Source: an optimization exercise on an open RTL-to-GDS flow (aim: small area). Production flows keep margins and buffers that such runs may drop.
RTL that was checked went through simulation tests only; none was proved equivalent to the original.
Power is estimated from default activity; no workload was simulated.

==> inputs of job 8098 <==
Design csr_top, start of the top module:
module csr_top
(
    input  logic        clk_i,
    input  logic        rst_i,
    input  logic [11:0] csr_raddr_i,
    output logic [31:0] csr_rdata_o,
    input  logic        csr_we_i,
    input  logic [11:0] csr_waddr_i,
    input  logic [31:0] csr_wdata_i,
    input  logic        ext_irq_i,
    input  logic        tmr_irq_i,
    input  logic        sft_irq_i,
    input  logic        xcpt_valid_i,
    input  logic [3:0]  xcpt_cause_i,
    input  logic [31:0] xcpt_tval_i,
    input  logic [31:0] nxt_pc_i,
    output logic        irq_taken_o,
    output logic [31:0] pc_handler_o,
    input  logic        sys_jump_i,
    input  logic        mret_i,
    output logic        sys_jump_o,
    output logic [31:0] sys_jump_pc_o,
    output logic [1:0]  priv_o
);
clock: 4.75 ns
lec_check: 0
cap_margin: 10
core_margin: 2
core_utilization: 58
setup_slack_margin: 0.05
slew_margin: 10
synth_hierarchical: 1
synth_minimum_keep_size: 0
standard.sh (not shown) runs the stock make flow with config.mk's settings and CLKGATE_MAP_FILE= SYNTH_SCRIPT=/design/flow/synth_recipe.tcl, a recipe that flattens the netlist after the stock synthesis.
==> flow/flow/run.sh <==
#!/bin/bash
# Standard layout, with plain buf_1 cells as the port buffers and a clock
# tree of larger sink clusters without dummy loads
cp standard.sh standard_sh.txt
export BUFFER_PORTS_ARGS="-buffer_cell sky130_fd_sc_hd__buf_1"
export CTS_ARGS="-sink_clustering_enable -repair_clock_nets -dont_use_dummy_load -buf_list sky130_fd_sc_hd__clkbuf_16 -sink_clustering_size 25 -sink_clustering_max_diameter 100"
bash standard.sh > standard.log 2>&1
==> job 6603 (differences from job 8098) <==
--- a/flow/design.v
+++ b/flow/design.v
@@ -101,47 +101,39 @@
     assign cause     = xcpt_valid_i ? xcpt_cause_i : irq_cause;
     assign vect = ~xcpt_valid_i & (mtvec_q[1:0] == 2'b01);
     assign irq_taken_o   = trap;
     assign sys_jump_o    = sys_jump_i;
     assign sys_jump_pc_o = mepc_q;
     assign priv_o        = {privm_q, privm_q};
-    logic [3:0]  tb;
-    logic [3:0]  pc_vec;
-    logic        c_vec;
-    logic        pc_c;
+    logic [4:0]  pc_vec;
+    logic [4:0]  pc_low;
     logic [31:6] pc_t;
-    logic [6:0]  pc_gp;       
-    assign tb     = mtvec_q[5:2];
-    assign pc_vec = tb + irq_cause;
-    assign c_vec  = pend[2] ? (tb[3] | (tb[2] & (tb[1] | tb[0]))) :
-                    pend[1] ? (tb[3] & (tb[2] | tb[1] | tb[0])) :
-                              (tb[3] & tb[2] & (tb[1] | tb[0]));
-    assign pc_c   = vect & c_vec;
-    assign pc_gp[0] = 1'b1;
-    for (genvar k = 1; k < 7; k++)
-    begin : g_pc_gp
-        assign pc_gp[k] = pc_gp[k-1] & (&mtvec_q[4*k+5:4*k+2]);
-    end
+    assign pc_vec = {1'b0, mtvec_q[5:2]} + {1'b0, irq_cause};
+    assign pc_low = vect ? pc_vec : {1'b0, mtvec_q[5:2]};
     for (genvar i = 6; i < 32; i++)
     begin : g_pc
         logic s;
-        if ((i - 6) % 4 == 0)
+        if (i == 6)
+        begin : g_first
+            assign pc_t[i] = pc_low[4];
+        end
+        else if (i == 13 || i == 20 || i == 26)
         begin : g_start
-            assign pc_t[i] = pc_c & pc_gp[(i-6)/4];
-        end
-        if ((i - 6) % 4 == 3 || i == 31)
+            assign pc_t[i] = pc_low[4] & (&mtvec_q[i-1:6]);
+        end
+        if (i == 12 || i == 19 || i == 25 || i == 31)
         begin : g_last
             assign s = mtvec_q[i] ^ pc_t[i];
         end
         else
         begin : g_mid
             ha_g u_ha (.a(mtvec_q[i]), .b(pc_t[i]), .s(s), .c(pc_t[i+1]));
         end
         assign pc_handler_o[i] = s;
     end
-    assign pc_handler_o[5:0] = {vect ? pc_vec : tb, 2'b00};
+    assign pc_handler_o[5:0] = {pc_low[3:0], 2'b00};
     logic nr;
     logic quiet;             
     assign nr    = ~rst_i;
     assign quiet = ~trap & ~mret;
     logic mie_w, mie_h, mtvec_w, mtvec_h, mscr_w, mscr_h;
     assign mie_w   = nr &  w_mie;
CORE_UTILIZATION = 68   (was 58)
SETUP_SLACK_MARGIN = 0.0   (was 0.05)
==> run summary <==
Job 8098 went through all stages and came out clean. Job 6603 completed without violations.
In sequential power, job 6603 and job 8098 hardly differ.
Of job 8098 and job 6603, job 8098 has the higher routed wire length (gap 3.6%, measured against job 6603).
Via count: job 8098 is smaller than job 6603 (2.1%).
In job 8098 the combinational power is higher than in job 6603, by about 2%.
Hold slack: job 6603 is higher than job 8098 (0.017 ns).
Between job 8098 and job 6603, the lower worst setup slack is in job 6603 (gap 0.26 ns).
==> figures <==
item                                                                  job 8098          job 6603
DR WL/cell                                                             26.2 um           26.1 um
Minimum setup slack in the final design                               0.419 ns          0.163 ns
NetSw                                                                   999 uW            977 uW
Transition at the pin with the smallest max-transition slack           1.20 ns           1.24 ns
Startpoint class of the critical path                            primary input              flop
Cell variety after synth                                                    56                46
Sequential group share of total power                                    0.608             0.610
Outcome                                       no timing/DRC/antenna violations  no timing/DRC/antenna violations
Number of buffer and inverter stages on the critical path                    2                 1
Combinational group share of total power                                 0.069             0.068
Post-Place Worst Slack                                                0.471 ns          0.304 ns
Synthesized area                                                     12300 um2         12300 um2
Post-detail-place hpwl                                                 26.2 mm           25.8 mm
Timing endpoint of the critical path                          pc_handler_o[21]  pc_handler_o[31]
Only the layout flow was run in job 8098; the RTL was not checked for function there.

* * *

==> 05-07 <==
==> flow/design.v <==
package csr_pkg;
    typedef logic [11:0] csr_addr_t;
    typedef logic [31:0] csr_word_t;
    localparam csr_addr_t CSR_MSTATUS   = 12'h300;
    localparam csr_addr_t CSR_MIE       = 12'h304;
    localparam csr_addr_t CSR_MTVEC     = 12'h305;
    localparam csr_addr_t CSR_MSCRATCH  = 12'h340;
    localparam csr_addr_t CSR_MEPC      = 12'h341;
    localparam csr_addr_t CSR_MCAUSE    = 12'h342;
    localparam csr_addr_t CSR_MTVAL     = 12'h343;
    localparam csr_addr_t CSR_MIP       = 12'h344;
    localparam csr_addr_t CSR_MCYCLE    = 12'hB00;
    localparam csr_addr_t CSR_MCYCLEH   = 12'hB80;
    localparam csr_addr_t CSR_CYCLE     = 12'hC00;
    localparam csr_addr_t CSR_CYCLEH    = 12'hC80;
endpackage
package trap_pkg;
    localparam logic [15:0] XCPT_TVAL_SET = 16'hB0F3;
endpackage
module ao22_g
(
    input  logic a1, a2, b1, b2,
    output logic y
);
    assign y = (a1 & a2) | (b1 & b2);
endmodule
module aoi222_g
(
    input  logic a1, a2, b1, b2, c1, c2,
    output logic y
);
    assign y = ~((a1 & a2) | (b1 & b2) | (c1 & c2));
endmodule
module ha_g
(
    input  logic a, b,
    output logic s, c
);
    assign s = a ^ b;
    assign c = a & b;
endmodule
module csr_top
(
    input  logic        clk_i,
    input  logic        rst_i,
    input  logic [11:0] csr_raddr_i,
    output logic [31:0] csr_rdata_o,
    input  logic        csr_we_i,
    input  logic [11:0] csr_waddr_i,
    input  logic [31:0] csr_wdata_i,
    input  logic        ext_irq_i,
    input  logic        tmr_irq_i,
    input  logic        sft_irq_i,
    input  logic        xcpt_valid_i,
    input  logic [3:0]  xcpt_cause_i,
    input  logic [31:0] xcpt_tval_i,
    input  logic [31:0] nxt_pc_i,
    output logic        irq_taken_o,
    output logic [31:0] pc_handler_o,
    input  logic        sys_jump_i,
    input  logic        mret_i,
    output logic        sys_jump_o,
    output logic [31:0] sys_jump_pc_o,
    output logic [1:0]  priv_o
);
    logic [31:0] mstatus_q;
    logic [31:0] mie_q;
    logic [31:0] mtvec_q;
    logic [31:0] mscratch_q;
    logic [31:0] mepc_q;
    logic [31:0] mcause_q;
    logic [31:0] mtval_q;
    logic [2:0]  mip_q;       
    logic [31:0] cyc_lo_q;
    logic [31:0] cyc_hi_q;
    logic        privm_q;     
    logic [31:0] wd;
    assign wd = csr_wdata_i;
    logic w_ms, w_mie, w_mtvec, w_mscratch, w_mepc, w_mcause, w_mtval, w_clo, w_chi;
    assign w_ms       = csr_we_i && (csr_waddr_i == csr_pkg::CSR_MSTATUS);
    assign w_mie      = csr_we_i && (csr_waddr_i == csr_pkg::CSR_MIE);
    assign w_mtvec    = csr_we_i && (csr_waddr_i == csr_pkg::CSR_MTVEC);
    assign w_mscratch = csr_we_i && (csr_waddr_i == csr_pkg::CSR_MSCRATCH);
    assign w_mepc     = csr_we_i && (csr_waddr_i == csr_pkg::CSR_MEPC);
    assign w_mcause   = csr_we_i && (csr_waddr_i == csr_pkg::CSR_MCAUSE);
    assign w_mtval    = csr_we_i && (csr_waddr_i == csr_pkg::CSR_MTVAL);
    assign w_clo      = csr_we_i && (csr_waddr_i == csr_pkg::CSR_MCYCLE);
    assign w_chi      = csr_we_i && (csr_waddr_i == csr_pkg::CSR_MCYCLEH);
    logic [2:0] pend;        
    logic       irq_any;
    logic       trap;
    logic       mret;
    logic [3:0] irq_cause;
    logic [3:0] cause;
    logic       vect;
    assign pend      = mip_q & {mie_q[11], mie_q[7], mie_q[3]};
    assign irq_any   = |pend;
    assign trap      = xcpt_valid_i | (privm_q & mstatus_q[3] & irq_any);
    assign mret      = sys_jump_i & mret_i & ~trap;
    assign irq_cause = {pend[2], ~pend[2] & pend[1], 2'b11};
    assign cause     = xcpt_valid_i ? xcpt_cause_i : irq_cause;
    assign vect = ~xcpt_valid_i & (mtvec_q[1:0] == 2'b01);
    assign irq_taken_o   = trap;
    assign sys_jump_o    = sys_jump_i;
    assign sys_jump_pc_o = mepc_q;
    assign priv_o        = {privm_q, privm_q};
    logic [4:0]  pc_low;
    logic [31:6] pc_t;
    assign pc_low = {1'b0, mtvec_q[5:2]} + {1'b0, vect ? irq_cause : 4'd0};
    for (genvar i = 6; i < 32; i++)
    begin : g_pc
        logic s;
        if (i == 6)
        begin : g_first
            assign pc_t[i] = pc_low[4];
        end
        else if (i == 13 || i == 20 || i == 26)
        begin : g_start
            assign pc_t[i] = pc_low[4] & (&mtvec_q[i-1:6]);
        end
        if (i == 12 || i == 19 || i == 25 || i == 31)
        begin : g_last
            assign s = mtvec_q[i] ^ pc_t[i];
        end
        else
        begin : g_mid
            ha_g u_ha (.a(mtvec_q[i]), .b(pc_t[i]), .s(s), .c(pc_t[i+1]));
        end
        assign pc_handler_o[i] = s;
    end
    assign pc_handler_o[5:0] = {pc_low[3:0], 2'b00};
    logic nr;
    logic quiet;             
    assign nr    = ~rst_i;
    assign quiet = ~trap & ~mret;
    logic mie_w, mie_h, mtvec_w, mtvec_h, mscr_w, mscr_h;
    assign mie_w   = nr &  w_mie;
    assign mie_h   = nr & ~w_mie;
    assign mtvec_w = nr &  w_mtvec;
    assign mtvec_h = nr & ~w_mtvec;
    assign mscr_w  = nr &  w_mscratch;
    assign mscr_h  = nr & ~w_mscratch;
    logic tk;
    logic mepc_w, mepc_h, mcause_w, mcause_h, mtval_t, mtval_w, mtval_h, ms_w, ms_h;
    assign tk       = nr & trap;
    assign mepc_w   = nr & quiet & w_mepc;
    assign mepc_h   = nr & ~trap & ~(w_mepc & ~mret);
    assign mcause_w = nr & quiet & w_mcause;
    assign mcause_h = nr & ~trap & ~(w_mcause & ~mret);
    assign mtval_t  = nr & xcpt_valid_i & trap_pkg::XCPT_TVAL_SET[xcpt_cause_i];
    assign mtval_w  = nr & quiet & w_mtval;
    assign mtval_h  = nr & ~mtval_t & ~(quiet & w_mtval);
    assign ms_w     = nr & quiet & w_ms;
    assign ms_h     = nr & ~(quiet & w_ms);
    logic clo_w, clo_h, chi_w, chi_h;
    assign clo_w = nr &  w_clo;
    assign clo_h = nr & ~w_clo;
    assign chi_w = nr &  w_chi;
    assign chi_h = nr & ~w_chi;
    logic [31:0] mstatus_d, mie_d, mtvec_d, mscratch_d, mepc_d, mcause_d, mtval_d;
    logic [31:0] cyc_lo_d, cyc_hi_d;
    logic [2:0]  mip_d;
    logic        privm_d;
    logic [31:0] mepc_n, mtval_n;
    for (genvar i = 0; i < 32; i++)
    begin : g_regs
        ao22_g u_mie   (.a1(mie_h),   .a2(mie_q[i]),      .b1(mie_w),   .b2(wd[i]), .y(mie_d[i]));
        ao22_g u_mtvec (.a1(mtvec_h), .a2(mtvec_q[i]),    .b1(mtvec_w), .b2(wd[i]), .y(mtvec_d[i]));
        ao22_g u_mscr  (.a1(mscr_h),  .a2(mscratch_q[i]), .b1(mscr_w),  .b2(wd[i]), .y(mscratch_d[i]));
        aoi222_g u_mepc  (.a1(mepc_h), .a2(mepc_q[i]), .b1(mepc_w), .b2(wd[i]),
                          .c1(tk), .c2(nxt_pc_i[i]), .y(mepc_n[i]));
        aoi222_g u_mtval (.a1(mtval_h), .a2(mtval_q[i]), .b1(mtval_w), .b2(wd[i]),
                          .c1(mtval_t), .c2(xcpt_tval_i[i]), .y(mtval_n[i]));
        if (i != 3 && i != 7 && i != 11 && i != 12)
        begin : g_ms
            ao22_g u_ms (.a1(ms_h), .a2(mstatus_q[i]), .b1(ms_w), .b2(wd[i]), .y(mstatus_d[i]));
        end
        if (i >= 4 && i <= 30)
        begin : g_mc
            ao22_g u_mc (.a1(mcause_h), .a2(mcause_q[i]), .b1(mcause_w), .b2(wd[i]), .y(mcause_d[i]));
        end
    end
    assign mepc_d  = ~mepc_n;
    assign mtval_d = ~mtval_n;
    assign mcause_d[31]  = (mcause_q[31] & mcause_h) | (wd[31] & mcause_w) | (~xcpt_valid_i & tk);
    assign mcause_d[3:0] = (mcause_q[3:0] & {4{mcause_h}}) | (wd[3:0] & {4{mcause_w}}) |
                           (cause & {4{tk}});
    assign mstatus_d[3]  = rst_i | (mstatus_q[3] & nr & quiet & ~w_ms) | (wd[3] & ms_w) |
                           (mstatus_q[7] & nr & mret);
    assign mstatus_d[7]  = (mstatus_q[7] & nr & quiet & ~w_ms) | (wd[7] & ms_w) |
                           (mstatus_q[3] & tk) | (nr & mret);
    assign mstatus_d[11] = rst_i | (mstatus_q[11] & nr & ~trap & ~(quiet & w_ms)) | (wd[11] & ms_w) |
                           (privm_q & tk);
    assign mstatus_d[12] = rst_i | (mstatus_q[12] & nr & ~trap & ~(quiet & w_ms)) | (wd[12] & ms_w) |
                           (privm_q & tk);
    assign privm_d = rst_i | trap | (mret ? (mstatus_q[11] | mstatus_q[12]) : privm_q);
    assign mip_d = {ext_irq_i, tmr_irq_i, sft_irq_i} & {mie_q[11], mie_q[7], mie_q[3]} & {3{nr}};
    logic [31:0] lo_t, hi_t;
    logic [31:0] lo_s, hi_s;
    logic        lo_all;
    assign lo_all = &cyc_lo_q;
    for (genvar i = 0; i < 32; i++)
    begin : g_cyc
        if (i == 0)
        begin : g_first
            assign lo_t[i] = ~w_chi;
            assign hi_t[i] = ~w_clo & lo_all;
        end
        else if (i % 8 == 0)
        begin : g_start
            assign lo_t[i] = ~w_chi & (&cyc_lo_q[i-1:0]);
            assign hi_t[i] = ~w_clo & lo_all & (&cyc_hi_q[i-1:0]);
        end
        if (i % 8 == 7)
        begin : g_last
            assign lo_s[i] = cyc_lo_q[i] ^ lo_t[i];
            assign hi_s[i] = cyc_hi_q[i] ^ hi_t[i];
        end
        else
        begin : g_mid
            ha_g u_lo (.a(cyc_lo_q[i]), .b(lo_t[i]), .s(lo_s[i]), .c(lo_t[i+1]));
            ha_g u_hi (.a(cyc_hi_q[i]), .b(hi_t[i]), .s(hi_s[i]), .c(hi_t[i+1]));
        end
        ao22_g u_lo_d (.a1(clo_h), .a2(lo_s[i]), .b1(clo_w), .b2(wd[i]), .y(cyc_lo_d[i]));
        ao22_g u_hi_d (.a1(chi_h), .a2(hi_s[i]), .b1(chi_w), .b2(wd[i]), .y(cyc_hi_d[i]));
    end
    always_ff @(posedge clk_i)
    begin
        mstatus_q  <= mstatus_d;
        mie_q      <= mie_d;
        mtvec_q    <= mtvec_d;
        mscratch_q <= mscratch_d;
        mepc_q     <= mepc_d;
        mcause_q   <= mcause_d;
        mtval_q    <= mtval_d;
        mip_q      <= mip_d;
        cyc_lo_q   <= cyc_lo_d;
        cyc_hi_q   <= cyc_hi_d;
        privm_q    <= privm_d;
    end
    logic r_ms, r_mie, r_mtvec, r_mscratch, r_mepc, r_mcause, r_mtval, r_mip, r_clo, r_chi;
    assign r_ms       = (csr_raddr_i == csr_pkg::CSR_MSTATUS);
    assign r_mie      = (csr_raddr_i == csr_pkg::CSR_MIE);
    assign r_mtvec    = (csr_raddr_i == csr_pkg::CSR_MTVEC);
    assign r_mscratch = (csr_raddr_i == csr_pkg::CSR_MSCRATCH);
    assign r_mepc     = (csr_raddr_i == csr_pkg::CSR_MEPC);
    assign r_mcause   = (csr_raddr_i == csr_pkg::CSR_MCAUSE);
    assign r_mtval    = (csr_raddr_i == csr_pkg::CSR_MTVAL);
    assign r_mip      = (csr_raddr_i == csr_pkg::CSR_MIP);
    assign r_clo      = (csr_raddr_i == csr_pkg::CSR_MCYCLE)  || (csr_raddr_i == csr_pkg::CSR_CYCLE);
    assign r_chi      = (csr_raddr_i == csr_pkg::CSR_MCYCLEH) || (csr_raddr_i == csr_pkg::CSR_CYCLEH);
    logic [31:0] rd_a, rd_b, rd_c;
    logic [31:0] mip_word;
    assign mip_word = {20'd0, mip_q[2], 3'd0, mip_q[1], 3'd0, mip_q[0], 3'd0};
    for (genvar i = 0; i < 32; i++)
    begin : g_rd
        aoi222_g u_a (.a1(r_ms),       .a2(mstatus_q[i]),  .b1(r_mie),    .b2(mie_q[i]),
                      .c1(r_mtvec),    .c2(mtvec_q[i]),    .y(rd_a[i]));
        aoi222_g u_b (.a1(r_mscratch), .a2(mscratch_q[i]), .b1(r_mepc),   .b2(mepc_q[i]),
                      .c1(r_mcause),   .c2(mcause_q[i]),   .y(rd_b[i]));
        aoi222_g u_c (.a1(r_mtval),    .a2(mtval_q[i]),    .b1(r_clo),    .b2(cyc_lo_q[i]),
                      .c1(r_chi),      .c2(cyc_hi_q[i]),   .y(rd_c[i]));
    end
    assign csr_rdata_o = ~(rd_a & rd_b & rd_c) | (mip_word & {32{r_mip}});
endmodule
==> flow/flow/run.sh <==
#!/bin/bash
# Standard layout, with plain buf_1 cells as the port buffers
cp standard.sh standard_sh.txt
export BUFFER_PORTS_ARGS="-buffer_cell sky130_fd_sc_hd__buf_1"
bash standard.sh > standard.log 2>&1
==> flow/standard.sh <==
#!/bin/bash
# synth_recipe.tcl (not shown) runs the flow's synth.tcl, then flattens the netlist and writes it again
# the make line also repeats each setting of config.mk as NAME=value (left out here)
make -C /OpenROAD-flow-scripts/flow DESIGN_CONFIG=/design/flow/config.mk WORK_HOME=/design/flow/orfs CLKGATE_MAP_FILE= SYNTH_SCRIPT=/design/flow/synth_recipe.tcl "${@:-finish}"
==> flow/config.mk <==
export PLATFORM = sky130hd
export DESIGN_NAME = csr_top
export DESIGN_NICKNAME = csr_top
export VERILOG_FILES = /design/flow/design.v
export SDC_FILE = /design/flow/constraint.sdc
export NUM_CORES = 4
export LEC_CHECK = 0
export CAP_MARGIN = 20
export CORE_MARGIN = 2
export CORE_UTILIZATION = 40
export SETUP_SLACK_MARGIN = 0.1
export SLEW_MARGIN = 20
export SYNTH_HIERARCHICAL = 1
export SYNTH_MINIMUM_KEEP_SIZE = 0
==> flow/constraint.sdc <==
create_clock -name core_clock -period 4.75 [get_ports {clk_i}]
set_input_delay 0.9500 -clock core_clock [delete_from_list [all_inputs] [get_ports {clk_i}]]
set_output_delay 0.9500 -clock core_clock [all_outputs]
set_load 0.01 [all_outputs]
==> 07-13 (differences from 05-07) <==
--- a/flow/design.v
+++ b/flow/design.v
@@ -104,9 +104,11 @@
     assign sys_jump_o    = sys_jump_i;
     assign sys_jump_pc_o = mepc_q;
     assign priv_o        = {privm_q, privm_q};
+    logic [4:0]  pc_vec;
     logic [4:0]  pc_low;
     logic [31:6] pc_t;
-    assign pc_low = {1'b0, mtvec_q[5:2]} + {1'b0, vect ? irq_cause : 4'd0};
+    assign pc_vec = {1'b0, mtvec_q[5:2]} + {1'b0, irq_cause};
+    assign pc_low = vect ? pc_vec : {1'b0, mtvec_q[5:2]};
     for (genvar i = 6; i < 32; i++)
     begin : g_pc
         logic s;
==> flow/flow/run.sh (replaced) <==
#!/bin/bash
# Standard layout, with plain buf_1 cells as the port buffers and a clock
# tree of larger sink clusters without dummy loads
cp standard.sh standard_sh.txt
export BUFFER_PORTS_ARGS="-buffer_cell sky130_fd_sc_hd__buf_1"
export CTS_ARGS="-sink_clustering_enable -repair_clock_nets -dont_use_dummy_load -buf_list sky130_fd_sc_hd__clkbuf_16 -sink_clustering_size 25 -sink_clustering_max_diameter 100"
bash standard.sh > standard.log 2>&1
CORE_UTILIZATION = 50   (was 40)
==> qor summary <==
| metric | 07-13 | 05-07 |
|---|---|---|
| Stages on the worst setup path | 15 | 20 |
| Latest clock arrival within the worst-skew pair | 0.51 ns | 0.52 ns |
| Critical path peak fanout | 4 | 3 |
| Number of non-clock buffers | 271 | 274 |
| Seq group | 2.51 mW | 2.52 mW |
| All-layer global routing usage | 0.319 | 0.263 |
| Switch Pwr | 1.00 mW | 1.24 mW |
| Via count | 11198 | 11273 |
| Routed length on met3 | 4130 um | 3800 um |
| Clock tree buffer count of the final layout | 15 | 51 |
| Worst-margin pin slew | 1.13 ns | 1.10 ns |
| Instance count of the mapped netlist | 1090 | 1086 |
| Xor-xnor portion of the synthesized cell area | 0.0107 | 0.00997 |
| Sum of routed wire length over all layers | 42700 um | 43700 um |
| Global-route wire length before repair | 64600 um | 64300 um |
| Routed wire length on met2 | 19100 um | 20500 um |
| Share of cell area taken by muxes after synthesis | 0.00654 | 0.00244 |
| Result of the run | no timing/DRC/antenna violations | no timing/DRC/antenna violations |
| Crit path to | pc_handler_o[31] | pc_handler_o[19] |
| Peak clock frequency supported by timing | 220 MHz | 218 MHz |
Function not checked in 05-07: the RTL went through the layout flow alone.

==> separate check: timing with driven ports <==
How much do the figures lean on ideal ports? The routed layouts below were timed once more, with nothing changed but the port constraints.
Step 1 assumes that a clkbuf_16 drives the clock port and a buf_2 every other input.
Step 2 adds t to the input delays and takes it off the output delays; t is the mean of the earliest and latest rising clock arrival at the registers after step 1. Input paths then give back, and output paths get back, about the clock's delay inside the block.
a / b / c = ideal ports / drivers / drivers and shift; a / b = the first two.
| run | t (ns) | slack for setup (ns) | worst hold slack (ns) |
|---|---|---|---|
| job 8098 | 0.538 | 0.419 / 0.391 / 0.391 | 0.471 / 0.471 / 0.471 |
| job 6603 | 0.528 | 0.163 / 0.115 / 0.234 | 0.488 / 0.488 / 0.488 |
| 05-07 | 0.554 | 0.155 / 0.111 / 0.111 | 0.478 / 0.478 / 0.478 |
| 07-13 | 0.541 | 0.196 / 0.149 / 0.267 | 0.488 / 0.488 / 0.488 |
After both steps setup and hold are still met in every run listed. For 05-07, which loses most, drivers alone change the setup slack by -0.044 ns; drivers and shift together by -0.044 ns.
